What follows belongs to an exercise in optimizing a design on an open flow for small area, a short achievable clock period and few clock cycles; a production flow would make more cautious choices. Only simulation tests tie the RTL to the original design; equivalence was not proved. Power and IR drop assume default switching activity.

03-11:
==> flow/design.v <==
`timescale 1ns/1ps
`default_nettype none
module lc4_add16 (
  input  wire [15:0] i_a,
  input  wire [15:0] i_b,
  input  wire        i_cin,
  output wire [15:0] o_sum
);
  wire [15:0] p = i_a ^ i_b;
  wire [15:0] g0 = i_a & i_b;
  wire [15:0] gl [0:4];
  wire [15:0] pl [0:4];
  assign gl[0] = {g0[15:1], g0[0] | (p[0] & i_cin)};
  assign pl[0] = p;
  genvar k, i;
  generate
    for (k = 0; k < 4; k = k + 1) begin : lvl
      for (i = 0; i < 16; i = i + 1) begin : bit_
        if (i >= (1 << k)) begin : comb
          assign gl[k+1][i] = gl[k][i] | (pl[k][i] & gl[k][i-(1<<k)]);
          assign pl[k+1][i] = pl[k][i] & pl[k][i-(1<<k)];
        end else begin : pass
          assign gl[k+1][i] = gl[k][i];
          assign pl[k+1][i] = pl[k][i];
        end
      end
    end
  endgenerate
  assign o_sum = p ^ {gl[4][14:0], i_cin};
endmodule
`default_nettype wire
`timescale 1ns/1ps
`default_nettype none
module lc4_core (
  input  wire        gwe,
  input  wire        i_rst_n,
  input  wire [15:0] i_imem_data,
  output wire [15:0] o_imem_addr,
  output wire        o_retire_valid,
  output wire [15:0] o_retire_pc,
  output wire [15:0] o_retire_insn,
  output wire        o_retire_regfile_we,
  output wire [2:0]  o_retire_wsel,
  output wire [15:0] o_retire_result,
  output wire        o_retire_nzp_we,
  output wire [2:0]  o_retire_nzp
);
  localparam [15:0] rst_pc = 16'h8200;
  reg  [15:0] regs [0:7];
  reg  [15:0] seq_q;
  reg  [15:0] tgt_q;
  reg         taken_q;
  reg         x_valid;
  reg  [15:0] x_insn;
  reg  [15:0] x_a;        
  reg  [15:0] x_b;        
  reg         x_sub;
  reg         r_valid;
  reg  [15:0] r_pc;
  reg  [15:0] r_insn;
  reg  [15:0] r_result;
  reg  [2:0]  r_nzp;      
  reg  [2:0]  nzp_q;      
  function automatic writes_f(input [15:0] w);
    writes_f = w[15:12] == 4'b1001 || w[15:12] == 4'b0101 ||
               (w[15:12] == 4'b0001 && (w[5] || !w[3]));
  endfunction
  function automatic [2:0] nzp_f(input [15:0] v);
    nzp_f = v[15] ? 3'b100 : (v == 16'd0) ? 3'b010 : 3'b001;
  endfunction
  wire       r_writes = r_valid && writes_f(r_insn);
  wire [2:0] nzp_r    = r_writes ? r_nzp : nzp_q;   
  wire        x_writes = writes_f(x_insn);
  wire        x_logic  = x_insn[15:12] == 4'b0101;
  wire        x_const  = x_insn[15:12] == 4'b1001;
  wire [1:0]  x_lop    = x_insn[5] ? 2'b00 : x_insn[4:3];   
  wire [2:0]  x_cnzp   = nzp_f(x_b);                        
  wire [15:0] a = x_a;
  wire [15:0] b = x_b;
  wire [15:0] sum;
  lc4_add16 u_add (.i_a(a), .i_b(b), .i_cin(x_sub), .o_sum(sum));
  reg  [15:0] logic_v;
  reg         z_logic;
  reg         n_logic;
  always @(*) begin
    case (x_lop)
      2'b00:   begin logic_v = a & b; z_logic = ~|(a & b);   n_logic = a[15] & b[15]; end
      2'b01:   begin logic_v = ~a;    z_logic = &a;          n_logic = ~a[15];        end
      2'b10:   begin logic_v = a | b; z_logic = ~|(a | b);   n_logic = a[15] | b[15]; end
      default: begin logic_v = a ^ b; z_logic = a == b;      n_logic = a[15] ^ b[15]; end
    endcase
  end
  wire [15:0] result = x_const ? x_b : x_logic ? logic_v : sum;
  wire [15:0] p     = a ^ b;
  wire [15:0] o     = a | b;
  wire        z_add = &(p ~^ {o[14:0], x_sub});
  wire [2:0]  nzp_add   = sum[15] ? 3'b100 : z_add ? 3'b010 : 3'b001;
  wire [2:0]  nzp_logic = n_logic ? 3'b100 : z_logic ? 3'b010 : 3'b001;
  wire [2:0]  nzp_x     = x_const ? x_cnzp : x_logic ? nzp_logic : nzp_add;
  wire [15:0] fa   = taken_q ? tgt_q : seq_q;
  wire [15:0] insn = i_imem_data;
  wire [3:0]  op   = insn[15:12];
  wire [2:0]  m    = insn[11:9];    
  wire [15:0] imm5 = {{11{insn[4]}}, insn[4:0]};
  wire [15:0] imm9 = {{7{insn[8]}}, insn[8:0]};
  wire [2:0]  r_rd = r_insn[11:9];
  wire [2:0]  x_rd = x_insn[11:9];
  wire        x_wr = x_valid && x_writes;
  wire [15:0] rs_v = (r_writes && r_rd == insn[8:6]) ? r_result : regs[insn[8:6]];
  wire [15:0] rt_v = (r_writes && r_rd == insn[2:0]) ? r_result : regs[insn[2:0]];
  wire        f_sub   = op == 4'b0001 && !insn[5] && insn[4:3] == 2'b10;
  wire        f_const = op == 4'b1001;
  wire        byp_a   = x_wr && x_rd == insn[8:6];
  wire        byp_b   = x_wr && x_rd == insn[2:0] && !insn[5] && !f_const;
  wire [15:0] a_next  = byp_a ? result : rs_v;
  wire [15:0] b_next  = byp_b ? result : f_const ? imm9 : insn[5] ? imm5 : rt_v;
  wire hit_add   = sum[15] ? m[2] : z_add ? m[1] : m[0];
  wire hit_logic = n_logic ? m[2] : z_logic ? m[1] : m[0];
  wire hit_const = |(m & x_cnzp);
  wire hit_r     = |(m & nzp_r);
  wire hit_x     = x_const ? hit_const : x_logic ? hit_logic : hit_add;
  wire f_taken   = op == 4'b0000 && (x_wr ? hit_x : hit_r);
  wire [9:0]  tgt_lo = {1'b0, fa[8:0]} + {1'b0, imm9[8:0]} + 10'd1;
  wire [6:0]  hi_up, hi_dn;
  wire [15:0] fa_inc, seq_dec, hi_up16, hi_dn16;
  lc4_add16 u_inc (.i_a(fa),    .i_b(16'd0),    .i_cin(1'b1), .o_sum(fa_inc));
  lc4_add16 u_dec (.i_a(seq_q), .i_b(16'hffff), .i_cin(1'b0), .o_sum(seq_dec));
  lc4_add16 u_up  (.i_a({9'd0, fa[15:9]}), .i_b(16'd0),    .i_cin(1'b1), .o_sum(hi_up16));
  lc4_add16 u_dn  (.i_a({9'd0, fa[15:9]}), .i_b(16'hffff), .i_cin(1'b0), .o_sum(hi_dn16));
  assign hi_up = hi_up16[6:0];
  assign hi_dn = hi_dn16[6:0];
  wire [6:0]  tgt_hi = (tgt_lo[9] == insn[8]) ? fa[15:9] : tgt_lo[9] ? hi_up : hi_dn;
  assign o_imem_addr = fa;
  wire [15:0] wd = i_rst_n ? r_result : 16'd0;   
  integer i;
  always @(posedge gwe) begin
    for (i = 0; i < 8; i = i + 1)
      if (!i_rst_n || (r_writes && r_rd == i)) regs[i] <= wd;
  end
  always @(posedge gwe) begin
    if (!i_rst_n) begin
      seq_q   <= rst_pc;
      taken_q <= 1'b0;
      x_valid <= 1'b0;
      r_valid <= 1'b0;
      nzp_q   <= 3'b000;
    end else begin
      seq_q   <= fa_inc;
      taken_q <= f_taken;
      x_valid <= 1'b1;
      r_valid <= x_valid;
      nzp_q   <= nzp_r;
    end
  end
  always @(posedge gwe) begin
    tgt_q    <= {tgt_hi, tgt_lo[8:0]};
    x_insn   <= insn;
    x_a      <= a_next;
    x_b      <= b_next ^ {16{f_sub}};
    x_sub    <= f_sub;
    r_pc     <= seq_dec;   
    r_insn   <= x_insn;
    r_result <= result;
    r_nzp    <= nzp_x;
  end
  assign o_retire_valid      = r_valid;
  assign o_retire_pc         = r_pc;
  assign o_retire_insn       = r_insn;
  assign o_retire_regfile_we = writes_f(r_insn);
  assign o_retire_wsel       = r_insn[11:9];
  assign o_retire_result     = r_result;
  assign o_retire_nzp_we     = writes_f(r_insn);
  assign o_retire_nzp        = r_nzp;
endmodule
`default_nettype wire
clock: 4.6 ns
lec_check: 0
cap_margin: 20
core_margin: 2
core_utilization: 55
cts_buf_list: sky130_fd_sc_hd__clkbuf_8 sky130_fd_sc_hd__clkbuf_16
cts_cluster_diameter: 80
cts_cluster_size: 24
setup_slack_margin: 2.0
slew_margin: 20
tns_end_percent: 0
standard.sh (not shown) runs the stock make flow with config.mk's settings and CLKGATE_MAP_FILE= SYNTH_SCRIPT=/design/flow/synth_recipe.tcl, a recipe that flattens the netlist after the stock synthesis.
==> flow/flow/run.sh <==
#!/bin/bash
# The standard layout, with buf_2 as the cell that buffers each input and output
# port (the default picks a delay cell). Everything else is the standard.sh.
set -euo pipefail
export BUFFER_PORTS_ARGS="-buffer_cell sky130_fd_sc_hd__buf_2"
bash standard.sh > standard.log 2>&1
Testbench counts of 03-11, summed over its fixed seeds: cycles 24,008.
#### Input delta (02-27 over 03-11)
--- a/flow/design.v
+++ b/flow/design.v
@@ -58,9 +58,8 @@
   reg         r_valid;
   reg  [15:0] r_pc;
   reg  [15:0] r_insn;
   reg  [15:0] r_result;
-  reg  [2:0]  r_nzp;      
   reg  [2:0]  nzp_q;      
   function automatic writes_f(input [15:0] w);
     writes_f = w[15:12] == 4'b1001 || w[15:12] == 4'b0101 ||
                (w[15:12] == 4'b0001 && (w[5] || !w[3]));
@@ -68,8 +67,9 @@
   function automatic [2:0] nzp_f(input [15:0] v);
     nzp_f = v[15] ? 3'b100 : (v == 16'd0) ? 3'b010 : 3'b001;
   endfunction
   wire       r_writes = r_valid && writes_f(r_insn);
+  wire [2:0] r_nzp    = nzp_f(r_result);
   wire [2:0] nzp_r    = r_writes ? r_nzp : nzp_q;   
   wire        x_writes = writes_f(x_insn);
   wire        x_logic  = x_insn[15:12] == 4'b0101;
   wire        x_const  = x_insn[15:12] == 4'b1001;
@@ -93,11 +93,8 @@
   wire [15:0] result = x_const ? x_b : x_logic ? logic_v : sum;
   wire [15:0] p     = a ^ b;
   wire [15:0] o     = a | b;
   wire        z_add = &(p ~^ {o[14:0], x_sub});
-  wire [2:0]  nzp_add   = sum[15] ? 3'b100 : z_add ? 3'b010 : 3'b001;
-  wire [2:0]  nzp_logic = n_logic ? 3'b100 : z_logic ? 3'b010 : 3'b001;
-  wire [2:0]  nzp_x     = x_const ? x_cnzp : x_logic ? nzp_logic : nzp_add;
   wire [15:0] fa   = taken_q ? tgt_q : seq_q;
   wire [15:0] insn = i_imem_data;
   wire [3:0]  op   = insn[15:12];
   wire [2:0]  m    = insn[11:9];    
@@ -160,9 +157,8 @@
     x_sub    <= f_sub;
     r_pc     <= seq_dec;   
     r_insn   <= x_insn;
     r_result <= result;
-    r_nzp    <= nzp_x;
   end
   assign o_retire_valid      = r_valid;
   assign o_retire_pc         = r_pc;
   assign o_retire_insn       = r_insn;
Notes after the runs:
The worst clock skew on the final layout reported for 02-27 is greater than that of 03-11 by 0.011 ns. Taking 03-11 as the reference, in 02-27 share of the final layout cell area in multi-input gates increased 0.20 points; final routed wirelength across all metal layers increased 2.9%; cell count increased about 4.5%; critical path depth decreased 8; power density relative to cell area decreased 1.6%. 02-27: met1 track demand over resource 1.2 points above 03-11. Relative to 03-11, the fraction of power consumed by the clock network of 02-27 is higher by 1.6 points. 02-27 against 03-11: floorplan die area did not really move, final period utilization rose by 0.40 points, total global routing track utilization has increased. Diff 03-11..02-27 | post-route setup TNS | unchanged. Run comparison: 02-27 capture point of the worst path o_retire_nzp[0]; 03-11 capture point of the worst path x_b[8]$_DFF_P_. The count of buffer and inverter cells on the critical path of 02-27 falls short of that of 03-11 by 1.
Testbench counts of 02-27, summed over its fixed seeds: cycles 24,008.

[port drivers added, routing unchanged]
No port has a modelled driver above. Below, the same layouts with a new extraction and two added sets of constraints.
Step 1 sets driving cells, clkbuf_16 on the clock port and buf_2 on the other inputs (assumed; they add their load-dependent delay and slew).
Step 2 moves the port delays by t, midway between the first and last clock arrival at a register: inputs arrive t later, outputs are due t later. That takes back most of the time a late clock gives input paths.
a / b / c = ideal / step 1 / step 2; a / b = the first two.
run | shift t [ns] | setup slack, ns | latest minus earliest clock arrival (ns) | slew at the worst register clock pin (ns)
03-11 | 0.536 | 1.878 / 1.857 / 1.404 | 0.021 / 0.021 | 0.10 / 0.10
02-27 | 0.553 | 1.860 / 1.807 / 1.399 | 0.034 / 0.034 | 0.10 / 0.10
After both steps every run listed still meets setup and hold. The setup slack of 03-11, which loses most, moves by -0.021 ns with the drivers and by -0.474 ns with both steps.
